What follows belongs to an exercise in optimizing a design on an open flow for small area, a short achievable clock period and few clock cycles per item; a production flow would make more cautious choices. At most, simulation tests tie the RTL to the original design; equivalence was not proved. Power figures rest on the tool's default switching activity, not on a simulated workload.

Design linear_probe_hash_set, start of the top module:
module linear_probe_hash_set (
   input  logic                                clock,
   input  logic                                reset,
   input  logic                                req_valid,
   output logic                                req_stall,
   input  logic [lphs_pkg::CMD_W-1:0]          req_cmd,
   input  logic [lphs_pkg::REQ_KEY_W-1:0]      req_key,
   output logic                                rsp_valid,
   input  logic                                rsp_stall,
   output logic [lphs_pkg::STATUS_W-1:0]       rsp_status,
   output logic [lphs_pkg::RSP_SLOT_W-1:0]     rsp_slot,
   output logic [lphs_pkg::RSP_COUNT_W-1:0]    rsp_count,
   input  logic                                psel,
   input  logic                                penable,
   input  logic                                pwrite,
   input  logic [lphs_pkg::CSR_ADDR_W-1:0]     paddr,
   input  logic [lphs_pkg::CSR_DATA_W-1:0]     pwdata,
   output logic [lphs_pkg::CSR_DATA_W-1:0]     prdata,
   output logic                                pready
);
   localparam int RW = lphs_pkg::STATUS_W + lphs_pkg::RSP_SLOT_W + lphs_pkg::RSP_COUNT_W;
   logic [lphs_pkg::MAX_W-1:0] max_q;
   logic                       accept;
   logic                       res_valid;
   localparam int XW = lphs_pkg::STATUS_W + lphs_pkg::SLOTS + lphs_pkg::RSP_COUNT_W;
   logic [XW-1:0]              res;
   assign pready = 1'b1;
   logic sel_none_q;
   assign prdata = sel_none_q ? '0 : lphs_pkg::CSR_DATA_W'(max_q);
   always_ff @(posedge clock) begin
      sel_none_q <= paddr[2];
   end
   always_ff @(posedge clock) begin
      if (reset) begin
         max_q <= lphs_pkg::MAX_ENTRIES_RESET;
      end else if (psel && penable && pwrite && !paddr[2]) begin
         max_q <= pwdata[lphs_pkg::MAX_W-1:0];
      end
   end
   logic          r_v, r_move, r_v_in;
   logic [XW-1:0] r_q;
  ...
==> module linear_probe_hash_set, before the edit <==
module linear_probe_hash_set (
   input  logic                                clock,
   input  logic                                reset,
   input  logic                                req_valid,
   output logic                                req_stall,
   input  logic [lphs_pkg::CMD_W-1:0]          req_cmd,
   input  logic [lphs_pkg::REQ_KEY_W-1:0]      req_key,
   output logic                                rsp_valid,
   input  logic                                rsp_stall,
   output logic [lphs_pkg::STATUS_W-1:0]       rsp_status,
   output logic [lphs_pkg::RSP_SLOT_W-1:0]     rsp_slot,
   output logic [lphs_pkg::RSP_COUNT_W-1:0]    rsp_count,
   input  logic                                psel,
   input  logic                                penable,
   input  logic                                pwrite,
   input  logic [lphs_pkg::CSR_ADDR_W-1:0]     paddr,
   input  logic [lphs_pkg::CSR_DATA_W-1:0]     pwdata,
   output logic [lphs_pkg::CSR_DATA_W-1:0]     prdata,
   output logic                                pready
);
   localparam int RW = lphs_pkg::STATUS_W + lphs_pkg::RSP_SLOT_W + lphs_pkg::RSP_COUNT_W;
   logic [lphs_pkg::MAX_W-1:0] max_q;
   logic                       accept;
   logic                       res_valid;
   localparam int XW = lphs_pkg::STATUS_W + lphs_pkg::SLOTS + lphs_pkg::RSP_COUNT_W;
   logic [XW-1:0]              res;
   assign pready = 1'b1;
   logic sel_none_q;
   assign prdata = sel_none_q ? '0 : lphs_pkg::CSR_DATA_W'(max_q);
   always_ff @(posedge clock) begin
      sel_none_q <= paddr[2];
   end
   always_ff @(posedge clock) begin
      if (reset) begin
         max_q <= lphs_pkg::MAX_ENTRIES_RESET;
      end else if (psel && penable && pwrite && !paddr[2]) begin
         max_q <= pwdata[lphs_pkg::MAX_W-1:0];
      end
   end
   logic          r_v, r_move, r_v_in;
   logic [XW-1:0] r_q;
   logic [RW-1:0] r_ans;
   logic [3:0]    r_slot;
   always_comb begin
      r_slot = '0;
      for (int s = 0; s < lphs_pkg::SLOTS; s++) begin
         r_slot = r_slot | ({4{r_q[lphs_pkg::RSP_COUNT_W + s]}} & 4'(s));
      end
   end
   assign r_ans = {r_q[XW-1 -: lphs_pkg::STATUS_W], r_slot, r_q[lphs_pkg::RSP_COUNT_W-1:0]};
   logic [RW-1:0] q_q [3];
   logic [2:0]    occ_q, occ_in;
   logic [2:0]    wsel;
   logic          pop, stall_q;
   logic [3:0]    occ_x;
   assign rsp_valid = occ_q[0];
   assign pop       = occ_q[0] && !rsp_stall;
   assign occ_x     = {1'b0, occ_q};
   assign {rsp_status, rsp_slot, rsp_count} = q_q[0];
   assign r_move = r_v && (!occ_q[2] || pop);
   assign r_v_in = res_valid || (r_v && !r_move);
   always_comb begin
      for (int i = 0; i < 3; i++) begin
         wsel[i] = r_move && (pop ? (occ_x[i] && !occ_x[i+1])
                                  : (!occ_x[i] && (i == 0 || occ_x[i-1])));
      end
      occ_in = occ_q;
      if (r_move && !pop) begin
         occ_in = {occ_q[1:0], 1'b1};
      end else if (pop && !r_move) begin
         occ_in = {1'b0, occ_q[2:1]};
      end
   end
   assign req_stall = stall_q;
   assign accept    = req_valid && !stall_q;
   always_ff @(posedge clock) begin
      if (reset) begin
         r_v     <= 1'b0;
         occ_q   <= '0;
         stall_q <= 1'b0;
      end else begin
         r_v     <= r_v_in;
         occ_q   <= occ_in;
         stall_q <= (occ_in[2] && (accept || r_v_in)) || (occ_in[1] && accept && r_v_in);
      end
   end
   always_ff @(posedge clock) begin
      if (res_valid) begin
         r_q <= res;
      end
      for (int i = 0; i < 3; i++) begin
         if (wsel[i]) begin
            q_q[i] <= r_ans;
         end else if (pop && i < 2) begin
            q_q[i] <= q_q[i+1];
         end
      end
   end
   lphs_datapath u_dp (
      .clock       (clock),
      .reset       (reset),
      .accept      (accept),
      .cmd         (req_cmd),
      .key         (req_key),
      .max_entries (max_q),
      .res_valid   (res_valid),
      .res_status  (res[XW-1 -: lphs_pkg::STATUS_W]),
      .res_sel     (res[lphs_pkg::RSP_COUNT_W +: lphs_pkg::SLOTS]),
      .res_count   (res[lphs_pkg::RSP_COUNT_W-1:0])
   );
endmodule
make LEC_CHECK=0 ABC_CLOCK_PERIOD_IN_PS=2000 CAP_MARGIN=20 CORE_MARGIN=2 CORE_UTILIZATION=60 CTS_BUF_LIST=sky130_fd_sc_hd__clkbuf_8 CTS_CLUSTER_DIAMETER=60 CTS_CLUSTER_SIZE=16 SETUP_SLACK_MARGIN=3.4 SLEW_MARGIN=20 finish   # period 6.0 ns
run.sh (not shown) runs the stock make flow with config.mk's settings and CLKGATE_MAP_FILE= SYNTH_SCRIPT=/design/flow/synth_recipe.tcl, a recipe that flattens the netlist after the stock synthesis.
Edit:
--- a/flow/design.v
+++ b/flow/design.v
@@ -169,11 +169,7 @@
    localparam int XW = lphs_pkg::STATUS_W + lphs_pkg::SLOTS + lphs_pkg::RSP_COUNT_W;
    logic [XW-1:0]              res;
    assign pready = 1'b1;
-   logic sel_none_q;
-   assign prdata = sel_none_q ? '0 : lphs_pkg::CSR_DATA_W'(max_q);
-   always_ff @(posedge clock) begin
-      sel_none_q <= paddr[2];
-   end
+   assign prdata = paddr[2] ? '0 : lphs_pkg::CSR_DATA_W'(max_q);
    always_ff @(posedge clock) begin
       if (reset) begin
          max_q <= lphs_pkg::MAX_ENTRIES_RESET;
@@ -192,50 +188,50 @@
       end
    end
    assign r_ans = {r_q[XW-1 -: lphs_pkg::STATUS_W], r_slot, r_q[lphs_pkg::RSP_COUNT_W-1:0]};
-   logic [RW-1:0] q_q [3];
-   logic [2:0]    occ_q, occ_in;
-   logic [2:0]    wsel;
-   logic          pop, stall_q;
-   logic [3:0]    occ_x;
+   logic [RW-1:0] q_q [2];
+   logic [1:0]    occ_q, occ_in;
+   logic [1:0]    wsel;
+   logic          pop, full_q;
+   logic [2:0]    occ_x;
    assign rsp_valid = occ_q[0];
    assign pop       = occ_q[0] && !rsp_stall;
    assign occ_x     = {1'b0, occ_q};
    assign {rsp_status, rsp_slot, rsp_count} = q_q[0];
-   assign r_move = r_v && (!occ_q[2] || pop);
+   assign r_move = r_v && (!occ_q[1] || pop);
    assign r_v_in = res_valid || (r_v && !r_move);
    always_comb begin
-      for (int i = 0; i < 3; i++) begin
+      for (int i = 0; i < 2; i++) begin
          wsel[i] = r_move && (pop ? (occ_x[i] && !occ_x[i+1])
                                   : (!occ_x[i] && (i == 0 || occ_x[i-1])));
       end
       occ_in = occ_q;
       if (r_move && !pop) begin
-         occ_in = {occ_q[1:0], 1'b1};
+         occ_in = {occ_q[0], 1'b1};
       end else if (pop && !r_move) begin
-         occ_in = {1'b0, occ_q[2:1]};
-      end
-   end
-   assign req_stall = stall_q;
-   assign accept    = req_valid && !stall_q;
+         occ_in = {1'b0, occ_q[1]};
+      end
+   end
+   assign req_stall = full_q && rsp_stall;
+   assign accept    = req_valid && !req_stall;
    always_ff @(posedge clock) begin
       if (reset) begin
-         r_v     <= 1'b0;
-         occ_q   <= '0;
-         stall_q <= 1'b0;
+         r_v    <= 1'b0;
+         occ_q  <= '0;
+         full_q <= 1'b0;
       end else begin
-         r_v     <= r_v_in;
-         occ_q   <= occ_in;
-         stall_q <= (occ_in[2] && (accept || r_v_in)) || (occ_in[1] && accept && r_v_in);
+         r_v    <= r_v_in;
+         occ_q  <= occ_in;
+         full_q <= (occ_in[1] && (accept || r_v_in)) || (occ_in[0] && accept && r_v_in);
       end
    end
    always_ff @(posedge clock) begin
       if (res_valid) begin
          r_q <= res;
       end
-      for (int i = 0; i < 3; i++) begin
+      for (int i = 0; i < 2; i++) begin
          if (wsel[i]) begin
             q_q[i] <= r_ans;
-         end else if (pop && i < 2) begin
+         end else if (pop && i < 1) begin
             q_q[i] <= q_q[i+1];
          end
       end
=> The changed run passed the timing, DRC and antenna checks. Register-to-register slack is better by 180 ps. Final cell count goes down by a few percent. Maximum frequency rose by a few percent. Critical path depth shrinks by 8. Routed wire length drops slightly. Clock skew grows by 20 ps. Total power came out lower slightly. Worst setup slack is better by 140 ps. Die area went down slightly. Clock power hardly moves. Worst hold slack improves by 6.4 ps. Core utilization barely changes. Via count drops by a few percent.
Testbench counts after the change, summed over its fixed seeds: cycles 2,424, items 2,400.
Function not checked in the first run of this note: the RTL went through the layout flow alone.

linear_probe_hash_set, a different RTL version from the one above (not shown whole).
Size: roughly 120 I/O pins, about 29,000 sq um of cells after synthesis.
make LEC_CHECK=0 ABC_CLOCK_PERIOD_IN_PS=2000 CAP_MARGIN=20 CORE_MARGIN=2 CORE_UTILIZATION=60 CTS_BUF_LIST=sky130_fd_sc_hd__clkbuf_8 CTS_CLUSTER_DIAMETER=60 CTS_CLUSTER_SIZE=16 SETUP_SLACK_MARGIN=3.4 SLEW_MARGIN=20 finish   # period 6.0 ns
Change:
--- a/flow/design.v
+++ b/flow/design.v
@@ -53,49 +53,34 @@
       p_v[0] = 1'b0;
       for (int s = 0; s < N; s++) begin
          p_h[s+1] = p_h[s] | vh[s];
          p_v[s+1] = p_v[s] | v[s];
       end
       for (int s = 0; s < N; s++) begin
          circ_first[s] = v[s] & (m[s] ? !p_h[s] : !(p_h[N] | p_v[s]));
       end
    endfunction
-   function automatic logic [N-1:0] circ_before(input logic [N-1:0] v, input logic [N-1:0] m);
-      logic [N-1:0] vh;
-      logic [N:0]   p_h, p_v;
-      vh     = v & m;
-      p_h[0] = 1'b0;
-      p_v[0] = 1'b0;
-      for (int s = 0; s < N; s++) begin
-         p_h[s+1] = p_h[s] | vh[s];
-         p_v[s+1] = p_v[s] | v[s];
-      end
-      for (int s = 0; s < N; s++) begin
-         circ_before[s] = m[s] ? !p_h[s] : !(p_h[N] | p_v[s]);
-      end
-   endfunction
-   logic [N-1:0] m_in, m_q, match, first_ins, first_rf, reach, sel;
+   logic [N-1:0] m_in, m_q, match, first_ins, first_rf, sel;
    logic         any_free, at_limit, ins_ok, hit;
    logic [3:0]   enc;
    logic [4:0]   cnt_inc, cnt_dec, count_next;
    always_comb begin
       for (int s = 0; s < N; s++) begin
          m_in[s] = (4'(s) >= key[3:0]);
       end
    end
    assign match     = used_q & eq_q;
    assign first_ins = circ_first(~used_q, m_q);
    assign first_rf  = circ_first(empty_q | match, m_q);
-   assign reach     = circ_before(empty_q, m_q);
    assign any_free = !(&used_q);
    assign at_limit = (count_q >= max_entries) || count_q[4];
    assign ins_ok   = ins_q && !at_limit && any_free;
-   assign hit      = rf_q && |(match & reach);
+   assign hit      = rf_q && |(first_rf & used_q);
    always_comb begin
       sel = ({N{ins_ok}} & first_ins) | ({N{rf_q}} & used_q & first_rf);
       enc = '0;
       for (int s = 0; s < N; s++) begin
          enc = enc | ({4{sel[s]}} & 4'(s));
       end
    end
    assign cnt_inc    = count_q + 5'd1;
    assign cnt_dec    = count_q - 5'd1;
@@ -170,63 +155,54 @@
    assign pready = 1'b1;
    assign prdata = paddr[2] ? '0 : lphs_pkg::CSR_DATA_W'(max_q);
    always_ff @(posedge clock) begin
       if (reset) begin
          max_q <= lphs_pkg::MAX_ENTRIES_RESET;
       end else if (psel && penable && pwrite && !paddr[2]) begin
          max_q <= pwdata[lphs_pkg::MAX_W-1:0];
       end
    end
-   logic          r_v, r_move, r_v_in;
-   logic [RW-1:0] r_q;
    logic [RW-1:0] q_q [3];
    logic [2:0]    occ_q, occ_in;
    logic [2:0]    wsel;
    logic          pop, stall_q;
    logic [3:0]    occ_x;
    assign rsp_valid = occ_q[0];
    assign pop       = occ_q[0] && !rsp_stall;
    assign occ_x     = {1'b0, occ_q};
    assign {rsp_status, rsp_slot, rsp_count} = q_q[0];
-   assign r_move = r_v && (!occ_q[2] || pop);
-   assign r_v_in = res_valid || (r_v && !r_move);
    always_comb begin
       for (int i = 0; i < 3; i++) begin
-         wsel[i] = r_move && (pop ? (occ_x[i] && !occ_x[i+1])
-                                  : (!occ_x[i] && (i == 0 || occ_x[i-1])));
+         wsel[i] = res_valid && (pop ? (occ_x[i] && !occ_x[i+1])
+                                     : (!occ_x[i] && (i == 0 || occ_x[i-1])));
       end
       occ_in = occ_q;
-      if (r_move && !pop) begin
+      if (res_valid && !pop) begin
          occ_in = {occ_q[1:0], 1'b1};
-      end else if (pop && !r_move) begin
+      end else if (pop && !res_valid) begin
          occ_in = {1'b0, occ_q[2:1]};
       end
    end
    assign req_stall = stall_q;
    assign accept    = req_valid && !stall_q;
    always_ff @(posedge clock) begin
       if (reset) begin
-         r_v     <= 1'b0;
          occ_q   <= '0;
          stall_q <= 1'b0;
       end else begin
-         r_v     <= r_v_in;
          occ_q   <= occ_in;
-         stall_q <= (occ_in[2] && (accept || r_v_in)) || (occ_in[1] && accept && r_v_in);
-      end
-   end
-   always_ff @(posedge clock) begin
-      if (res_valid) begin
-         r_q <= res;
-      end
+         stall_q <= occ_in[2] || (occ_in[1] && accept);
+      end
+   end
+   always_ff @(posedge clock) begin
       for (int i = 0; i < 3; i++) begin
          if (wsel[i]) begin
-            q_q[i] <= r_q;
+            q_q[i] <= res;
          end else if (pop && i < 2) begin
             q_q[i] <= q_q[i+1];
          end
       end
    end
    lphs_datapath u_dp (
       .clock       (clock),
       .reset       (reset),
       .accept      (accept),
Outcome: Total power shrinks by 1.5%. Synthesized cell count increases by 0.58%. Critical path depth came out higher by 4. Cell count rose by 2.0%. Fmax came out lower by 12%. Wire length came out higher by 3.6%. Synthesized area is lower by 0.72%.
No functional check of the RTL was part of any run of this note.

The RTL this note starts from:
==> flow/design.v <==
`timescale 1ns / 1ps
package lphs_pkg;
   localparam int SLOTS       = 16;
   localparam int CMD_W       = 2;
   localparam int REQ_KEY_W   = 32;
   localparam int STATUS_W    = 2;
   localparam int RSP_SLOT_W  = 4;
   localparam int RSP_COUNT_W = 5;
   localparam int MAX_W       = 5;
   localparam int CSR_ADDR_W  = 3;
   localparam int CSR_DATA_W  = 32;
   localparam logic [MAX_W-1:0] MAX_ENTRIES_RESET = MAX_W'(SLOTS * 7 / 10);
   localparam logic [CMD_W-1:0] CMD_INSERT = 2'd0;
   localparam logic [CMD_W-1:0] CMD_REMOVE = 2'd1;
   localparam logic [CMD_W-1:0] CMD_FIND   = 2'd2;
   localparam logic [STATUS_W-1:0] ST_OK        = 2'd0;
   localparam logic [STATUS_W-1:0] ST_NOT_FOUND = 2'd1;
   localparam logic [STATUS_W-1:0] ST_FULL      = 2'd2;
endpackage
`timescale 1ns / 1ps
module lphs_datapath (
   input  logic                                clock,
   input  logic                                reset,
   input  logic                                accept,
   input  logic [lphs_pkg::CMD_W-1:0]          cmd,
   input  logic [lphs_pkg::REQ_KEY_W-1:0]      key,
   input  logic [lphs_pkg::MAX_W-1:0]          max_entries,
   output logic                                res_valid,
   output logic [lphs_pkg::STATUS_W-1:0]       res_status,
   output logic [lphs_pkg::SLOTS-1:0]          res_sel,
   output logic [lphs_pkg::RSP_COUNT_W-1:0]    res_count
);
   localparam int N = lphs_pkg::SLOTS;
   logic [31:0]  key_q [N];
   logic [N-1:0] used_q, empty_q;
   logic [N-1:0] free_q;
   logic [4:0]   count_q;
   logic         v_q, ins_q, rem_q, rf_q;
   logic [31:0]  rkey_q;
   logic [N-1:0] eq_q;
   logic         eq_k;
   logic [N-1:0] eq_in;
   assign eq_k = (key == rkey_q);
   always_comb begin
      for (int s = 0; s < N; s++) begin
         eq_in[s] = free_q[s] ? eq_k : (key == key_q[s]);
      end
   end
   function automatic logic [N:0] below_or(input logic [N-1:0] x);
      logic [N/4-1:0] g;
      logic [N/4:0]   gp;
      for (int i = 0; i < N/4; i++) begin
         g[i] = |x[4*i +: 4];
      end
      gp[0] = 1'b0;
      for (int i = 0; i < N/4; i++) begin
         gp[i+1] = |(g & (N/4)'((1 << (i + 1)) - 1));
      end
      for (int s = 0; s < N; s++) begin
         below_or[s] = gp[s/4] | (|(x[4*(s/4) +: 4] & 4'((1 << (s % 4)) - 1)));
      end
      below_or[N] = gp[N/4];
   endfunction
   function automatic logic [N-1:0] circ_first(input logic [N-1:0] v, input logic [N-1:0] m);
      logic [N:0] p_h, p_v;
      p_h = below_or(v & m);
      p_v = below_or(v);
      for (int s = 0; s < N; s++) begin
         circ_first[s] = v[s] & (m[s] ? !p_h[s] : !(p_h[N] | p_v[s]));
      end
   endfunction
   function automatic logic [N-1:0] circ_before(input logic [N-1:0] v, input logic [N-1:0] m);
      logic [N:0] p_h, p_v;
      p_h = below_or(v & m);
      p_v = below_or(v);
      for (int s = 0; s < N; s++) begin
         circ_before[s] = m[s] ? !p_h[s] : !(p_h[N] | p_v[s]);
      end
   endfunction
   logic [N-1:0] m_in, m_q, match, first_ins, first_rf, reach, sel;
   logic         any_free, at_limit, ins_ok, hit;
   logic [4:0]   cnt_inc, cnt_dec, count_next;
   always_comb begin
      for (int s = 0; s < N; s++) begin
         m_in[s] = (4'(s) >= key[3:0]);
      end
   end
   assign match     = used_q & eq_q;
   assign first_ins = circ_first(~used_q, m_q);
   assign first_rf  = circ_first(empty_q | match, m_q);
   assign reach     = circ_before(empty_q, m_q);
   assign any_free = !(&used_q);
   assign at_limit = (count_q >= max_entries) || count_q[4];
   assign ins_ok   = ins_q && !at_limit && any_free;
   assign hit      = rf_q && |(match & reach);
   assign sel = ({N{ins_ok}} & first_ins) | ({N{rf_q}} & used_q & first_rf);
   assign cnt_inc    = count_q + 5'd1;
   assign cnt_dec    = count_q - 5'd1;
   assign count_next = ins_ok ? cnt_inc : ((rem_q && hit) ? cnt_dec : count_q);
   always_ff @(posedge clock) begin
      if (reset) begin
         v_q     <= 1'b0;
         ins_q   <= 1'b0;
         rem_q   <= 1'b0;
         rf_q    <= 1'b0;
         used_q  <= '0;
         free_q  <= '1;
         empty_q <= '1;
         count_q <= '0;
      end else begin
         v_q     <= accept;
         ins_q   <= accept && (cmd == lphs_pkg::CMD_INSERT);
         rem_q   <= accept && (cmd == lphs_pkg::CMD_REMOVE);
         rf_q    <= accept && (cmd == lphs_pkg::CMD_REMOVE || cmd == lphs_pkg::CMD_FIND);
         count_q <= count_next;
         for (int s = 0; s < N; s++) begin
            if (ins_ok && first_ins[s]) begin
               used_q[s]  <= 1'b1;
               free_q[s]  <= 1'b0;
               empty_q[s] <= 1'b0;
            end else if (rem_q && first_rf[s]) begin
               used_q[s]  <= 1'b0;
               free_q[s]  <= 1'b1;
            end
         end
      end
   end
   always_ff @(posedge clock) begin
      rkey_q <= key;
      m_q    <= m_in;
      eq_q   <= eq_in;
      for (int s = 0; s < N; s++) begin
         if (free_q[s]) begin
            key_q[s] <= rkey_q;
         end
      end
   end
   assign res_valid  = v_q;
   assign res_status = (ins_q && !ins_ok) ? lphs_pkg::ST_FULL :
                       ((ins_q || hit) ? lphs_pkg::ST_OK : lphs_pkg::ST_NOT_FOUND);
   assign res_sel    = sel;
   assign res_count  = count_next;
endmodule
`timescale 1ns / 1ps
module linear_probe_hash_set (
   input  logic                                clock,
   input  logic                                reset,
   input  logic                                req_valid,
   output logic                                req_stall,
   input  logic [lphs_pkg::CMD_W-1:0]          req_cmd,
   input  logic [lphs_pkg::REQ_KEY_W-1:0]      req_key,
   output logic                                rsp_valid,
   input  logic                                rsp_stall,
   output logic [lphs_pkg::STATUS_W-1:0]       rsp_status,
   output logic [lphs_pkg::RSP_SLOT_W-1:0]     rsp_slot,
   output logic [lphs_pkg::RSP_COUNT_W-1:0]    rsp_count,
   input  logic                                psel,
   input  logic                                penable,
   input  logic                                pwrite,
   input  logic [lphs_pkg::CSR_ADDR_W-1:0]     paddr,
   input  logic [lphs_pkg::CSR_DATA_W-1:0]     pwdata,
   output logic [lphs_pkg::CSR_DATA_W-1:0]     prdata,
   output logic                                pready
);
   localparam int RW = lphs_pkg::STATUS_W + lphs_pkg::RSP_SLOT_W + lphs_pkg::RSP_COUNT_W;
   logic [lphs_pkg::MAX_W-1:0] max_q;
   logic                       accept;
   logic                       res_valid;
   localparam int XW = lphs_pkg::STATUS_W + lphs_pkg::SLOTS + lphs_pkg::RSP_COUNT_W;
   logic [XW-1:0]              res;
   assign pready = 1'b1;
   assign prdata = paddr[2] ? '0 : lphs_pkg::CSR_DATA_W'(max_q);
   always_ff @(posedge clock) begin
      if (reset) begin
         max_q <= lphs_pkg::MAX_ENTRIES_RESET;
      end else if (psel && penable && pwrite && !paddr[2]) begin
         max_q <= pwdata[lphs_pkg::MAX_W-1:0];
      end
   end
   logic          r_v, r_move, r_v_in;
   logic [XW-1:0] r_q;
   logic [RW-1:0] r_ans;
   logic [3:0]    r_slot;
   always_comb begin
      r_slot = '0;
      for (int s = 0; s < lphs_pkg::SLOTS; s++) begin
         r_slot = r_slot | ({4{r_q[lphs_pkg::RSP_COUNT_W + s]}} & 4'(s));
      end
   end
   assign r_ans = {r_q[XW-1 -: lphs_pkg::STATUS_W], r_slot, r_q[lphs_pkg::RSP_COUNT_W-1:0]};
   logic [RW-1:0] q_q [3];
   logic [2:0]    occ_q, occ_in;
   logic [2:0]    wsel;
   logic          pop, stall_q;
   logic [3:0]    occ_x;
   assign rsp_valid = occ_q[0];
   assign pop       = occ_q[0] && !rsp_stall;
   assign occ_x     = {1'b0, occ_q};
   assign {rsp_status, rsp_slot, rsp_count} = q_q[0];
   assign r_move = r_v && (!occ_q[2] || pop);
   assign r_v_in = res_valid || (r_v && !r_move);
   always_comb begin
      for (int i = 0; i < 3; i++) begin
         wsel[i] = r_move && (pop ? (occ_x[i] && !occ_x[i+1])
                                  : (!occ_x[i] && (i == 0 || occ_x[i-1])));
      end
      occ_in = occ_q;
      if (r_move && !pop) begin
         occ_in = {occ_q[1:0], 1'b1};
      end else if (pop && !r_move) begin
         occ_in = {1'b0, occ_q[2:1]};
      end
   end
   assign req_stall = stall_q;
   assign accept    = req_valid && !stall_q;
   always_ff @(posedge clock) begin
      if (reset) begin
         r_v     <= 1'b0;
         occ_q   <= '0;
         stall_q <= 1'b0;
      end else begin
         r_v     <= r_v_in;
         occ_q   <= occ_in;
         stall_q <= (occ_in[2] && (accept || r_v_in)) || (occ_in[1] && accept && r_v_in);
      end
   end
   always_ff @(posedge clock) begin
      if (res_valid) begin
         r_q <= res;
      end
      for (int i = 0; i < 3; i++) begin
         if (wsel[i]) begin
            q_q[i] <= r_ans;
         end else if (pop && i < 2) begin
            q_q[i] <= q_q[i+1];
         end
      end
   end
   lphs_datapath u_dp (
      .clock       (clock),
      .reset       (reset),
      .accept      (accept),
      .cmd         (req_cmd),
      .key         (req_key),
      .max_entries (max_q),
      .res_valid   (res_valid),
      .res_status  (res[XW-1 -: lphs_pkg::STATUS_W]),
      .res_sel     (res[lphs_pkg::RSP_COUNT_W +: lphs_pkg::SLOTS]),
      .res_count   (res[lphs_pkg::RSP_COUNT_W-1:0])
   );
endmodule
Settings: LEC_CHECK=0, ABC_CLOCK_PERIOD_IN_PS=2000, CAP_MARGIN=20, CORE_MARGIN=2, CORE_UTILIZATION=60, CTS_BUF_LIST=sky130_fd_sc_hd__clkbuf_8, CTS_CLUSTER_DIAMETER=60, CTS_CLUSTER_SIZE=16, SETUP_SLACK_MARGIN=3.4, SLEW_MARGIN=20; clock period 6.0 ns.
The baseline finished clean.
Then changed:
--- a/flow/design.v
+++ b/flow/design.v
@@ -189,17 +189,17 @@
    end
    assign r_ans = {r_q[XW-1 -: lphs_pkg::STATUS_W], r_slot, r_q[lphs_pkg::RSP_COUNT_W-1:0]};
-   logic [RW-1:0] q_q [3];
-   logic [2:0]    occ_q, occ_in;
-   logic [2:0]    wsel;
-   logic          pop, stall_q;
-   logic [3:0]    occ_x;
+   logic [RW-1:0] q_q [2];
+   logic [1:0]    occ_q, occ_in;
+   logic [1:0]    wsel;
+   logic          pop, full_q;
+   logic [2:0]    occ_x;
    assign rsp_valid = occ_q[0];
    assign pop       = occ_q[0] && !rsp_stall;
    assign occ_x     = {1'b0, occ_q};
    assign {rsp_status, rsp_slot, rsp_count} = q_q[0];
-   assign r_move = r_v && (!occ_q[2] || pop);
+   assign r_move = r_v && (!occ_q[1] || pop);
    assign r_v_in = res_valid || (r_v && !r_move);
    always_comb begin
-      for (int i = 0; i < 3; i++) begin
+      for (int i = 0; i < 2; i++) begin
          wsel[i] = r_move && (pop ? (occ_x[i] && !occ_x[i+1])
                                   : (!occ_x[i] && (i == 0 || occ_x[i-1])));
@@ -207,20 +207,20 @@
       occ_in = occ_q;
       if (r_move && !pop) begin
-         occ_in = {occ_q[1:0], 1'b1};
+         occ_in = {occ_q[0], 1'b1};
       end else if (pop && !r_move) begin
-         occ_in = {1'b0, occ_q[2:1]};
-      end
-   end
-   assign req_stall = stall_q;
-   assign accept    = req_valid && !stall_q;
+         occ_in = {1'b0, occ_q[1]};
+      end
+   end
+   assign req_stall = full_q && !pop;
+   assign accept    = req_valid && !req_stall;
    always_ff @(posedge clock) begin
       if (reset) begin
-         r_v     <= 1'b0;
-         occ_q   <= '0;
-         stall_q <= 1'b0;
+         r_v    <= 1'b0;
+         occ_q  <= '0;
+         full_q <= 1'b0;
       end else begin
-         r_v     <= r_v_in;
-         occ_q   <= occ_in;
-         stall_q <= (occ_in[2] && (accept || r_v_in)) || (occ_in[1] && accept && r_v_in);
+         r_v    <= r_v_in;
+         occ_q  <= occ_in;
+         full_q <= (occ_in[1] && (accept || r_v_in)) || (occ_in[0] && accept && r_v_in);
       end
    end
@@ -229,8 +229,8 @@
          r_q <= res;
       end
-      for (int i = 0; i < 3; i++) begin
+      for (int i = 0; i < 2; i++) begin
          if (wsel[i]) begin
             q_q[i] <= r_ans;
-         end else if (pop && i < 2) begin
+         end else if (pop && i < 1) begin
             q_q[i] <= q_q[i+1];
          end
Maximum frequency went down by a few percent. Utilization went up by 0.88 points. Non-clock buffer count went up by 21. Critical path depth went up by 1. Synthesized area went down by a few percent. Synthesized cell count went down by a few percent. Wire length went up slightly. Clock-buffer cell count went down by 3. Cell count went down by a few percent. Power stays flat.
Function was not checked in any run of this note: the RTL went through the layout flow alone.

## port drivers added, routing unchanged
Ports are ideal in the flow. The routed layouts listed here were re-timed in OpenROAD.
Step 1 sets driving cells, clkbuf_16 on the clock port and buf_2 on the other inputs (assumed; they add their load-dependent delay and slew).
Step 2 moves the port delays by t, midway between the first and last clock arrival at a register: inputs arrive t later, outputs are due t later. That takes back most of the time a late clock gives input paths.
Slacks: no drivers / after step 1 / after step 2; pairs: no drivers / after step 1.
| run | t (ns) | setup slack, ns | worst slew at a driven data input, ns |
|---|---|---|---|
| the first run of note 1 | 0.744 | 3.108 / 3.108 / 2.696 | 0.04 |
| the second run of note 1 | 0.749 | 3.247 / 3.194 / 2.657 | 0.08 |
| the first run of note 2 | 0.726 | 3.115 / 3.115 / 2.634 | 0.06 |
| the second run of note 2 | 0.744 | 2.704 / 2.704 / 2.583 | 0.06 |
| the first run of note 3 | 0.734 | 3.248 / 3.199 / 2.690 | 0.06 |
| the second run of note 3 | 0.752 | 3.120 / 3.082 / 2.622 | 0.06 |
After both steps every run listed still meets setup and hold. The setup slack of the second run of note 1, which loses most, moves by -0.053 ns with the drivers and by -0.590 ns with both steps.
